Context: an optimization exercise on an open-source flow, tuned for small area. The choices shown serve that exercise and are no tape-out recipe.
Where RTL was checked, it was by simulation tests only, not by an equivalence proof against the original.
No activity file was given, so power comes from the tool's default toggle rates.

==> run a <==
==> flow/design.v (excerpt) <==
module npcTop
(
    input  logic        clk,
    input  logic        arstN,
    output logic [31:0] instAddr,
    input  logic [31:0] instData,
    output logic        commitValid,
    output logic [31:0] commitPc,
    output logic [31:0] commitInst,
    output logic        commitWen,
    output logic [4:0]  commitRd,
    output logic [31:0] commitWdata,
    output logic [1:0]  state,
    output logic [1:0]  haltCause
);
==> module npcRegRow, before the edit <==
module npcRegRow
(
    input  logic        clk,
    input  logic        we,
    input  logic        keep,
    input  logic [31:0] wd,
    output logic [31:0] q
);
    always_ff @(posedge clk) begin
        q <= (q & {32{keep}}) | (wd & {32{we}});
    end
endmodule
==> module npcTop, before the edit <==
module npcTop
(
    input  logic        clk,
    input  logic        arstN,
    output logic [31:0] instAddr,
    input  logic [31:0] instData,
    output logic        commitValid,
    output logic [31:0] commitPc,
    output logic [31:0] commitInst,
    output logic        commitWen,
    output logic [4:0]  commitRd,
    output logic [31:0] commitWdata,
    output logic [1:0]  state,
    output logic [1:0]  haltCause
);
    logic [4:0]  rd, rs1;
    logic [31:0] imm;
    logic        isAddi, isJalr, isEbreak;
    assign rd       = instData[11:7];
    assign rs1      = instData[19:15];
    assign imm      = {{20{instData[31]}}, instData[31:20]};
    assign isAddi   = (instData[6:0] == 7'b0010011) && (instData[14:12] == 3'b000);
    assign isJalr   = (instData[6:0] == 7'b1100111) && (instData[14:12] == 3'b000);
    assign isEbreak = (instData == 32'h0010_0073);
    logic halted, low;
    logic running;
    logic regWrite;
    assign running  = !halted && low;
    assign regWrite = running && (isAddi || isJalr);
    always_ff @(posedge clk or negedge arstN) begin
        if (!arstN) begin
            halted <= 1'b0;
            low    <= 1'b0;
        end else if (!halted) begin
            if (!low) begin
                low <= 1'b1;
            end else if (!(isAddi || isJalr)) begin
                halted <= 1'b1;
                low    <= !isEbreak;
            end
        end
    end
    assign state     = {halted, running};
    assign haltCause = {halted && low, halted && !low};
    logic [31:0] regs [1:31];
    logic [31:1] valid;
    logic [31:1] wsel;
    logic [31:1] rsel;
    logic [31:0] rs1Value;
    logic [31:0] wbData;
    always_comb begin
        rs1Value = '0;
        for (int i = 1; i < 32; i++) begin
            wsel[i] = regWrite && (rd == i[4:0]);
            rsel[i] = valid[i] && (rs1 == i[4:0]);
            rs1Value = rs1Value | (regs[i] & {32{rsel[i]}});
        end
    end
    for (genvar i = 1; i < 32; i++) begin : g_reg
        npcRegRow row (
            .clk (clk),
            .we  (wsel[i]),
            .keep(~wsel[i]),
            .wd  (wbData),
            .q   (regs[i])
        );
    end
    always_ff @(posedge clk or negedge arstN) begin
        if (!arstN) begin
            valid <= '0;
        end else begin
            valid <= valid | wsel;
        end
    end
    logic [31:1] pcHi;
    logic [31:0] pc;
    logic [31:0] sum;
    logic [31:0] pcPlus4;
    assign pc      = {pcHi, 1'b0};
    assign sum     = rs1Value + imm;
    assign pcPlus4 = pc + 32'd4;
    assign wbData  = isJalr ? pcPlus4 : sum;
    always_ff @(posedge clk or negedge arstN) begin
        if (!arstN) begin
            pcHi <= 31'h4000_0000;
        end else if (running) begin
            if (isJalr)      pcHi <= sum[31:1];
            else if (isAddi) pcHi <= pcPlus4[31:1];
        end
    end
    assign instAddr    = pc;
    assign commitValid = running;
    assign commitPc    = pc;
    assign commitInst  = instData;
    assign commitWen   = regWrite;
    assign commitRd    = rd;
    assign commitWdata = wbData;
endmodule
Settings: LEC_CHECK=0, CAP_MARGIN=20, CORE_MARGIN=2, CORE_UTILIZATION=65, SETUP_SLACK_MARGIN=0.1, SLEW_MARGIN=20, SYNTH_HIERARCHICAL=1, SYNTH_MINIMUM_KEEP_SIZE=0; clock period 9.0 ns.
standard.sh (not shown) runs the stock make flow with config.mk's settings and CLKGATE_MAP_FILE= SYNTH_SCRIPT=/design/flow/synth_recipe.tcl, a recipe that flattens the netlist after the stock synthesis.
==> flow/flow/run.sh <==
#!/bin/bash
# The standard layout, with smaller port buffers and a clock tree of
# smaller buffers and no dummy loads. Each tool's log stays under orfs/logs.
set -euo pipefail
export BUFFER_PORTS_ARGS="-buffer_cell sky130_fd_sc_hd__buf_2"
export CTS_ARGS="-sink_clustering_enable -repair_clock_nets -dont_use_dummy_load -buf_list {sky130_fd_sc_hd__clkbuf_4 sky130_fd_sc_hd__clkbuf_8 sky130_fd_sc_hd__clkbuf_16} -sink_clustering_size 24 -sink_clustering_max_diameter 60"
bash standard.sh > standard.log 2>&1
==> run b (differences from run a) <==
--- a/flow/design.v
+++ b/flow/design.v
@@ -40,12 +40,69 @@
     input  logic        clk,
     input  logic        we,
     input  logic        keep,
-    input  logic [31:0] wd,
+    input  logic [31:0] col,
     output logic [31:0] q
 );
     always_ff @(posedge clk) begin
-        q <= (q & {32{keep}}) | (wd & {32{we}});
-    end
+        q <= ~((q | {32{we}}) & ({32{keep}} | col));
+    end
+endmodule
+module npcAoi222
+(
+    input  logic a0, b0, a1, b1, a2, b2,
+    output logic y
+);
+    assign y = ~((a0 & b0) | (a1 & b1) | (a2 & b2));
+endmodule
+module npcNand2
+(
+    input  logic a, b,
+    output logic y
+);
+    assign y = ~(a & b);
+endmodule
+module npcNand3
+(
+    input  logic a, b, c,
+    output logic y
+);
+    assign y = ~(a & b & c);
+endmodule
+module npcNand4
+(
+    input  logic a, b, c, d,
+    output logic y
+);
+    assign y = ~(a & b & c & d);
+endmodule
+module npcOr3
+(
+    input  logic a, b, c,
+    output logic y
+);
+    assign y = a | b | c;
+endmodule
+module npcReadBit
+(
+    input  logic [30:0] q,
+    input  logic [30:0] sel,
+    output logic        y
+);
+    logic [10:0] t;
+    logic [2:0]  n;
+    for (genvar g = 0; g < 10; g++) begin : g_aoi
+        npcAoi222 aoi (
+            .a0(q[3*g]),   .b0(sel[3*g]),
+            .a1(q[3*g+1]), .b1(sel[3*g+1]),
+            .a2(q[3*g+2]), .b2(sel[3*g+2]),
+            .y (t[g])
+        );
+    end
+    npcNand2 last (.a(q[30]), .b(sel[30]), .y(t[10]));
+    npcNand4 n0 (.a(t[0]), .b(t[1]), .c(t[2]), .d(t[3]), .y(n[0]));
+    npcNand4 n1 (.a(t[4]), .b(t[5]), .c(t[6]), .d(t[7]), .y(n[1]));
+    npcNand3 n2 (.a(t[8]), .b(t[9]), .c(t[10]), .y(n[2]));
+    npcOr3   o  (.a(n[0]), .b(n[1]), .c(n[2]), .y(y));
 endmodule
 `timescale 1ns/100ps
 module npcTop
@@ -63,6 +120,16 @@
     output logic [1:0]  state,
     output logic [1:0]  haltCause
 );
+    function automatic logic [18:0] prefixAnd20(input logic [18:0] x);
+        logic [18:0] p;
+        p = x;
+        for (int k = 0; k < 5; k++) begin
+            for (int i = 0; i < 19; i++) begin
+                if ((i >> k) & 1) p[i] = p[i] & p[((i >> k) << k) - 1];
+            end
+        end
+        prefixAnd20 = p;
+    endfunction
     logic [4:0]  rd, rs1;
     logic [31:0] imm;
     logic        isAddi, isJalr, isEbreak;
@@ -97,38 +164,70 @@
     logic [31:1] wsel;
     logic [31:1] rsel;
     logic [31:0] rs1Value;
+    logic [31:0] rs1Stored;
+    logic        toggle;
+    logic [31:0] wcol;
     logic [31:0] wbData;
     always_comb begin
-        rs1Value = '0;
         for (int i = 1; i < 32; i++) begin
             wsel[i] = regWrite && (rd == i[4:0]);
             rsel[i] = valid[i] && (rs1 == i[4:0]);
-            rs1Value = rs1Value | (regs[i] & {32{rsel[i]}});
-        end
+        end
+    end
+    for (genvar b = 0; b < 32; b++) begin : g_rd
+        logic [30:0] qb;
+        for (genvar i = 1; i < 32; i++) begin : g_q
+            assign qb[i-1] = regs[i][b];
+        end
+        npcReadBit rdBit (
+            .q  (qb),
+            .sel(rsel),
+            .y  (rs1Stored[b])
+        );
     end
     for (genvar i = 1; i < 32; i++) begin : g_reg
         npcRegRow row (
             .clk (clk),
             .we  (wsel[i]),
             .keep(~wsel[i]),
-            .wd  (wbData),
+            .col (wcol),
             .q   (regs[i])
         );
     end
     always_ff @(posedge clk or negedge arstN) begin
         if (!arstN) begin
-            valid <= '0;
+            toggle <= 1'b0;
         end else begin
-            valid <= valid | wsel;
-        end
+            toggle <= !toggle;
+        end
+    end
+    assign rs1Value = rs1Stored ^ {32{toggle}};
+    assign wcol     = wbData ^ {32{toggle}};
+    always_ff @(posedge clk) begin
+        valid <= {31{arstN}} & (valid | wsel);
     end
     logic [31:1] pcHi;
     logic [31:0] pc;
     logic [31:0] sum;
     logic [31:0] pcPlus4;
     assign pc      = {pcHi, 1'b0};
-    assign sum     = rs1Value + imm;
-    assign pcPlus4 = pc + 32'd4;
+    logic [12:0] sumLo;
+    logic [19:0] hi;
+    logic [19:0] hiOnes, hiZeros;
+    logic        hiInc, hiDec;
+    assign sumLo   = {1'b0, rs1Value[11:0]} + {1'b0, imm[11:0]};
+    assign hi      = rs1Value[31:12];
+    assign hiInc   = sumLo[12] && !imm[11];
+    assign hiDec   = !sumLo[12] && imm[11];
+    assign hiOnes  = {prefixAnd20(hi[18:0]), 1'b1};
+    assign hiZeros = {prefixAnd20(~hi[18:0]), 1'b1};
+    assign sum     = {hi ^ (({20{hiInc}} & hiOnes) | ({20{hiDec}} & hiZeros)), sumLo[11:0]};
+    logic [29:0] pcOnes;
+    always_comb begin
+        pcOnes[0] = 1'b1;
+        for (int i = 1; i < 30; i++) pcOnes[i] = pcOnes[i-1] & pc[i+1];
+    end
+    assign pcPlus4 = {pc[31:2] ^ pcOnes, pc[1:0]};
     assign wbData  = isJalr ? pcPlus4 : sum;
     always_ff @(posedge clk or negedge arstN) begin
         if (!arstN) begin
==> flow/flow/run.sh (replaced) <==
#!/bin/bash
# The standard layout, with smaller port buffers and a clock tree of
# smaller buffers and no dummy loads. Each tool's log stays under orfs/logs.
set -euo pipefail
export BUFFER_PORTS_ARGS="-buffer_cell sky130_fd_sc_hd__buf_2"
export CTS_ARGS="-sink_clustering_enable -repair_clock_nets -dont_use_dummy_load -buf_list {sky130_fd_sc_hd__clkbuf_4 sky130_fd_sc_hd__clkbuf_8 sky130_fd_sc_hd__clkbuf_16} -sink_clustering_buffer sky130_fd_sc_hd__clkbuf_8 -sink_clustering_size 16 -sink_clustering_max_diameter 60"
bash standard.sh > standard.log 2>&1
==> qor summary <==
Routed wire length per instance: run a 40.3 um; run b 30.8 um
Endpoint of the worst setup timing path: run a commitWdata[30]; run b commitWdata[21]
Count of placed standard cells in the final layout, fillers left out: run a 4620; run b 4660
Sequential cell count: run a 1056; run b 1057
Initial Util: run a 65.7%; run b 65.6%
Sequential share of power: run a 61.8%; run b 62.3%
Sequential logic power: run a 4670 uW; run b 4680 uW
Fraction of standard cell area in multi-input logic: run a 40.2%; run b 35.9%
P_int: run a 5870 uW; run b 5730 uW
Met3 wire length: run a 33600 um; run b 20900 um
# Post-CTS Setup Buffers: run a 0; run b 47
Run status: run a no timing/DRC/antenna violations; run b failed layout checks
Violated checks: run a -; run b negative setup slack
Dpl hpwl: run a 107000 um; run b 91000 um
Power density over the cells: run a 171 mW/mm^2; run b 173 mW/mm^2
Core Footprint: run a 0.0643 sq mm; run b 0.0588 sq mm
Total Negative Setup Slacks: run a 0 ps; run b -589 ps
Commonest non-fill, non-tap cell in the layout: run a sky130_fd_sc_hd__a22o_1; run b sky130_fd_sc_hd__dfxtp_1
Slowest cell on the critical path: run a sky130_fd_sc_hd__or4_1; run b sky130_fd_sc_hd__or3_4
Count of endpoints failing setup in the final report: run a 0; run b 7
Reg-to-reg setup timing slack: run a 3380 ps; run b 1310 ps
Only the layout flow was run in run b; the RTL was not checked for function there.

========
==> trial 81: inputs <==
npcTop, a different RTL version from the one above (not shown whole).
==> module npcTop, before the edit <==
module npcTop
(
    input  logic        clk,
    input  logic        arstN,
    output logic [31:0] instAddr,
    input  logic [31:0] instData,
    output logic        commitValid,
    output logic [31:0] commitPc,
    output logic [31:0] commitInst,
    output logic        commitWen,
    output logic [4:0]  commitRd,
    output logic [31:0] commitWdata,
    output logic [1:0]  state,
    output logic [1:0]  haltCause
);
    logic [4:0]  rd, rs1;
    logic [31:0] imm;
    logic        isAddi, isJalr, isEbreak;
    assign rd       = instData[11:7];
    assign rs1      = instData[19:15];
    assign imm      = {{20{instData[31]}}, instData[31:20]};
    assign isAddi   = (instData[6:0] == 7'b0010011) && (instData[14:12] == 3'b000);
    assign isJalr   = (instData[6:0] == 7'b1100111) && (instData[14:12] == 3'b000);
    assign isEbreak = (instData == 32'h0010_0073);
    logic running;
    logic regWrite;
    assign running  = (state == 2'd1);
    assign regWrite = running && (isAddi || isJalr);
    always_ff @(posedge clk or negedge arstN) begin
        if (!arstN) begin
            state     <= 2'd0;
            haltCause <= 2'd0;
        end else begin
            case (state)
                2'd0: state <= 2'd1;
                2'd1: if (!(isAddi || isJalr)) begin
                    state     <= 2'd2;
                    haltCause <= isEbreak ? 2'd1 : 2'd2;
                end
                2'd2: ;
                default: state <= 2'd0;
            endcase
        end
    end
    logic [31:0] regs [1:31];
    logic [31:1] valid;
    logic [31:1] wsel;
    logic [31:1] rsel;
    logic [31:0] rs1Value;
    logic [31:0] wbData;
    always_comb begin
        rs1Value = '0;
        for (int i = 1; i < 32; i++) begin
            wsel[i] = regWrite && (rd == i[4:0]);
            rsel[i] = valid[i] && (rs1 == i[4:0]);
            rs1Value = rs1Value | (regs[i] & {32{rsel[i]}});
        end
    end
    for (genvar i = 1; i < 32; i++) begin : g_reg
        npcRegRow row (
            .clk (clk),
            .we  (wsel[i]),
            .keep(~wsel[i]),
            .wd  (wbData),
            .q   (regs[i])
        );
    end
    always_ff @(posedge clk or negedge arstN) begin
        if (!arstN) begin
            valid <= '0;
        end else begin
            valid <= valid | wsel;
        end
    end
    logic [31:1] pcHi;
    logic [31:0] pc;
    logic [31:0] sum;
    logic [31:0] pcPlus4;
    assign pc      = {pcHi, 1'b0};
    assign sum     = rs1Value + imm;
    assign pcPlus4 = pc + 32'd4;
    assign wbData  = isJalr ? pcPlus4 : sum;
    always_ff @(posedge clk or negedge arstN) begin
        if (!arstN) begin
            pcHi <= 31'h4000_0000;
        end else if (running) begin
            if (isJalr)      pcHi <= sum[31:1];
            else if (isAddi) pcHi <= pcPlus4[31:1];
        end
    end
    assign instAddr    = pc;
    assign commitValid = running;
    assign commitPc    = pc;
    assign commitInst  = instData;
    assign commitWen   = regWrite;
    assign commitRd    = rd;
    assign commitWdata = wbData;
endmodule
clock: 9.0 ns
lec_check: 0
cap_margin: 20
core_margin: 2
core_utilization: 65
setup_slack_margin: 0.3
slew_margin: 20
synth_hierarchical: 1
synth_minimum_keep_size: 0
run.sh (not shown) runs the stock make flow with config.mk's settings and CLKGATE_MAP_FILE= SYNTH_SCRIPT=/design/flow/synth_recipe.tcl, a recipe that flattens the netlist after the stock synthesis.
Stock flow here: none of the scripts above is used.
==> trial 77: changes against trial 81 <==
--- a/flow/design.v
+++ b/flow/design.v
@@ -49,2 +49,59 @@
 endmodule
+module npcAoi222
+(
+    input  logic a0, b0, a1, b1, a2, b2,
+    output logic y
+);
+    assign y = ~((a0 & b0) | (a1 & b1) | (a2 & b2));
+endmodule
+module npcNand2
+(
+    input  logic a, b,
+    output logic y
+);
+    assign y = ~(a & b);
+endmodule
+module npcNand3
+(
+    input  logic a, b, c,
+    output logic y
+);
+    assign y = ~(a & b & c);
+endmodule
+module npcNand4
+(
+    input  logic a, b, c, d,
+    output logic y
+);
+    assign y = ~(a & b & c & d);
+endmodule
+module npcOr3
+(
+    input  logic a, b, c,
+    output logic y
+);
+    assign y = a | b | c;
+endmodule
+module npcReadBit
+(
+    input  logic [30:0] q,
+    input  logic [30:0] sel,
+    output logic        y
+);
+    logic [10:0] t;
+    logic [2:0]  n;
+    for (genvar g = 0; g < 10; g++) begin : g_aoi
+        npcAoi222 aoi (
+            .a0(q[3*g]),   .b0(sel[3*g]),
+            .a1(q[3*g+1]), .b1(sel[3*g+1]),
+            .a2(q[3*g+2]), .b2(sel[3*g+2]),
+            .y (t[g])
+        );
+    end
+    npcNand2 last (.a(q[30]), .b(sel[30]), .y(t[10]));
+    npcNand4 n0 (.a(t[0]), .b(t[1]), .c(t[2]), .d(t[3]), .y(n[0]));
+    npcNand4 n1 (.a(t[4]), .b(t[5]), .c(t[6]), .d(t[7]), .y(n[1]));
+    npcNand3 n2 (.a(t[8]), .b(t[9]), .c(t[10]), .y(n[2]));
+    npcOr3   o  (.a(n[0]), .b(n[1]), .c(n[2]), .y(y));
+endmodule
 `timescale 1ns/100ps
@@ -65,2 +122,12 @@
 );
+    function automatic logic [18:0] prefixAnd20(input logic [18:0] x);
+        logic [18:0] p;
+        p = x;
+        for (int k = 0; k < 5; k++) begin
+            for (int i = 0; i < 19; i++) begin
+                if ((i >> k) & 1) p[i] = p[i] & p[((i >> k) << k) - 1];
+            end
+        end
+        prefixAnd20 = p;
+    endfunction
     logic [4:0]  rd, rs1;
@@ -74,5 +141,6 @@
     assign isEbreak = (instData == 32'h0010_0073);
+    logic halted, low;
     logic running;
     logic regWrite;
-    assign running  = (state == 2'd1);
+    assign running  = !halted && low;
     assign regWrite = running && (isAddi || isJalr);
@@ -80,16 +148,15 @@
         if (!arstN) begin
-            state     <= 2'd0;
-            haltCause <= 2'd0;
-        end else begin
-            case (state)
-                2'd0: state <= 2'd1;
-                2'd1: if (!(isAddi || isJalr)) begin
-                    state     <= 2'd2;
-                    haltCause <= isEbreak ? 2'd1 : 2'd2;
-                end
-                2'd2: ;
-                default: state <= 2'd0;
-            endcase
-        end
-    end
+            halted <= 1'b0;
+            low    <= 1'b0;
+        end else if (!halted) begin
+            if (!low) begin
+                low <= 1'b1;
+            end else if (!(isAddi || isJalr)) begin
+                halted <= 1'b1;
+                low    <= !isEbreak;
+            end
+        end
+    end
+    assign state     = {halted, running};
+    assign haltCause = {halted && low, halted && !low};
     logic [31:0] regs [1:31];
@@ -101,3 +168,2 @@
     always_comb begin
-        rs1Value = '0;
         for (int i = 1; i < 32; i++) begin
@@ -105,4 +171,14 @@
             rsel[i] = valid[i] && (rs1 == i[4:0]);
-            rs1Value = rs1Value | (regs[i] & {32{rsel[i]}});
-        end
+        end
+    end
+    for (genvar b = 0; b < 32; b++) begin : g_rd
+        logic [30:0] qb;
+        for (genvar i = 1; i < 32; i++) begin : g_q
+            assign qb[i-1] = regs[i][b];
+        end
+        npcReadBit rdBit (
+            .q  (qb),
+            .sel(rsel),
+            .y  (rs1Value[b])
+        );
     end
@@ -117,8 +193,4 @@
     end
-    always_ff @(posedge clk or negedge arstN) begin
-        if (!arstN) begin
-            valid <= '0;
-        end else begin
-            valid <= valid | wsel;
-        end
+    always_ff @(posedge clk) begin
+        valid <= {31{arstN}} & (valid | wsel);
     end
@@ -129,4 +201,19 @@
     assign pc      = {pcHi, 1'b0};
-    assign sum     = rs1Value + imm;
-    assign pcPlus4 = pc + 32'd4;
+    logic [12:0] sumLo;
+    logic [19:0] hi;
+    logic [19:0] hiOnes, hiZeros;
+    logic        hiInc, hiDec;
+    assign sumLo   = {1'b0, rs1Value[11:0]} + {1'b0, imm[11:0]};
+    assign hi      = rs1Value[31:12];
+    assign hiInc   = sumLo[12] && !imm[11];
+    assign hiDec   = !sumLo[12] && imm[11];
+    assign hiOnes  = {prefixAnd20(hi[18:0]), 1'b1};
+    assign hiZeros = {prefixAnd20(~hi[18:0]), 1'b1};
+    assign sum     = {hi ^ (({20{hiInc}} & hiOnes) | ({20{hiDec}} & hiZeros)), sumLo[11:0]};
+    logic [29:0] pcOnes;
+    always_comb begin
+        pcOnes[0] = 1'b1;
+        for (int i = 1; i < 30; i++) pcOnes[i] = pcOnes[i-1] & pc[i+1];
+    end
+    assign pcPlus4 = {pc[31:2] ^ pcOnes, pc[1:0]};
     assign wbData  = isJalr ? pcPlus4 : sum;
==> flow/flow/run.sh (new file) <==
#!/bin/bash
# The standard layout, with smaller port buffers and a clock tree of
# smaller buffers and no dummy loads. Each tool's log stays under orfs/logs.
set -euo pipefail
export BUFFER_PORTS_ARGS="-buffer_cell sky130_fd_sc_hd__buf_2"
export CTS_ARGS="-sink_clustering_enable -repair_clock_nets -dont_use_dummy_load -buf_list {sky130_fd_sc_hd__clkbuf_4 sky130_fd_sc_hd__clkbuf_8 sky130_fd_sc_hd__clkbuf_16} -sink_clustering_size 24 -sink_clustering_max_diameter 60"
bash standard.sh > standard.log 2>&1
==> flow/standard.sh (new file) <==
#!/bin/bash
# synth_recipe.tcl (not shown) runs the flow's synth.tcl, then flattens the netlist and writes it again
# the make line also repeats each setting of config.mk as NAME=value (left out here)
make -C /OpenROAD-flow-scripts/flow DESIGN_CONFIG=/design/flow/config.mk WORK_HOME=/design/flow/orfs CLKGATE_MAP_FILE= SYNTH_SCRIPT=/design/flow/synth_recipe.tcl "${@:-finish}"
SETUP_SLACK_MARGIN = 0.1   (was 0.3)
removed: flow/run.sh
==> run summary <==
Of trial 77 and trial 81, trial 81 has the higher first-iteration DRC count (gap 25%, measured against trial 81).
Against trial 81, the clock power of trial 77 is lower by about 40%.
Hold slack: trial 77 is better than trial 81 (0.012 ns).
Count of clock-buffer cells in the layout: trial 77 is lower than trial 81 (91).
Against trial 81, the clock skew of trial 77 is higher by 0.026 ns.
Against trial 77, the synthesized cell count of trial 81 is higher by 12%.
Sequential share of layout area: trial 81 is lower than trial 77 (5.1 points).
Against trial 81, the synthesized area of trial 77 is lower by about 4.6%.
Trial 81 went through all stages and came out clean. Trial 77 reached the layout checks and failed them: setup timing.
==> figures <==
| metric | trial 81 | trial 77 |
|---|---|---|
| Status | no timing/DRC/antenna violations | finished with violations |
| Violated checks | - | setup timing |
| Post-synthesis compound-gate area fraction | 32.6% | 31.9% |
| Total Routing Usage GR | 55.9% | 43.9% |
| Fmax | 116 MHz | 111 MHz |
| Depth of the worst register-to-register path | 21 | 31 |
| Multi-input gates | 2,273 | 2,006 |
| Gpl congestion | 0.963 | 0.982 |
| Sw power | 2.13 mW | 1.67 mW |
| Met1 WL | 63,500 µm | 54,500 µm |
| Sequential cell count | 1,058 | 1,056 |
| Area of the die | 67,300 µm² | 64,200 µm² |
| Post-synthesis mux area share | 0.0944% | 0.288% |
| Post-synthesis async set-or-reset flop share | 6.24% | 3.13% |
| Internal | 7.24 mW | 5.84 mW |
| Time the worst path needs with I/O delays and setup | 8.65 ns | 9.04 ns |
| Worst max-slew margin expressed relative to the limit | 10.9% | 24.0% |
| Pre-CTS setup slack | -0.559 ns | -0.219 ns |
No functional check of the RTL was part of any run of this note.

==> afterwards: timing with drivers on the ports <==
In the flow no input, the clock included, has a driving cell. The finished layouts below were timed again as built, in two steps.
Step 1 assumes that a clkbuf_16 drives the clock port and a buf_2 every other input.
Step 2, shift: input delay + t, output delay - t, t = (earliest + latest rising clock arrival at the registers) / 2. This alone moves slack from input paths to output paths.
a / b / c = no drivers / after step 1 / after step 2; a / b = the first two.
| run | shift t [ns] | setup WS [ns] | hold slack, ns | slew at the worst register clock pin (ns) | pins driven straight from the clock port |
|---|---|---|---|---|---|
| run a | 0.709 | 0.146 / 0.124 / 0.124 | 0.463 / 0.463 / 0.463 | 0.10 / 0.10 | 1 |
| run b | 0.668 | -0.152 / -0.236 / -0.562 | 0.448 / 0.448 / 0.448 | 0.10 / 0.10 | 1 |
| trial 81 | 0.752 | 0.347 / 0.328 / 0.328 | 0.466 / 0.466 / 0.466 | 0.07 / 0.07 | 1 |
| trial 77 | 0.706 | -0.036 / -0.085 / -0.085 | 0.478 / 0.478 / 0.478 | 0.09 / 0.09 | 1 |
For run b, which loses most, drivers alone change the setup slack by -0.084 ns; drivers and shift together by -0.410 ns.
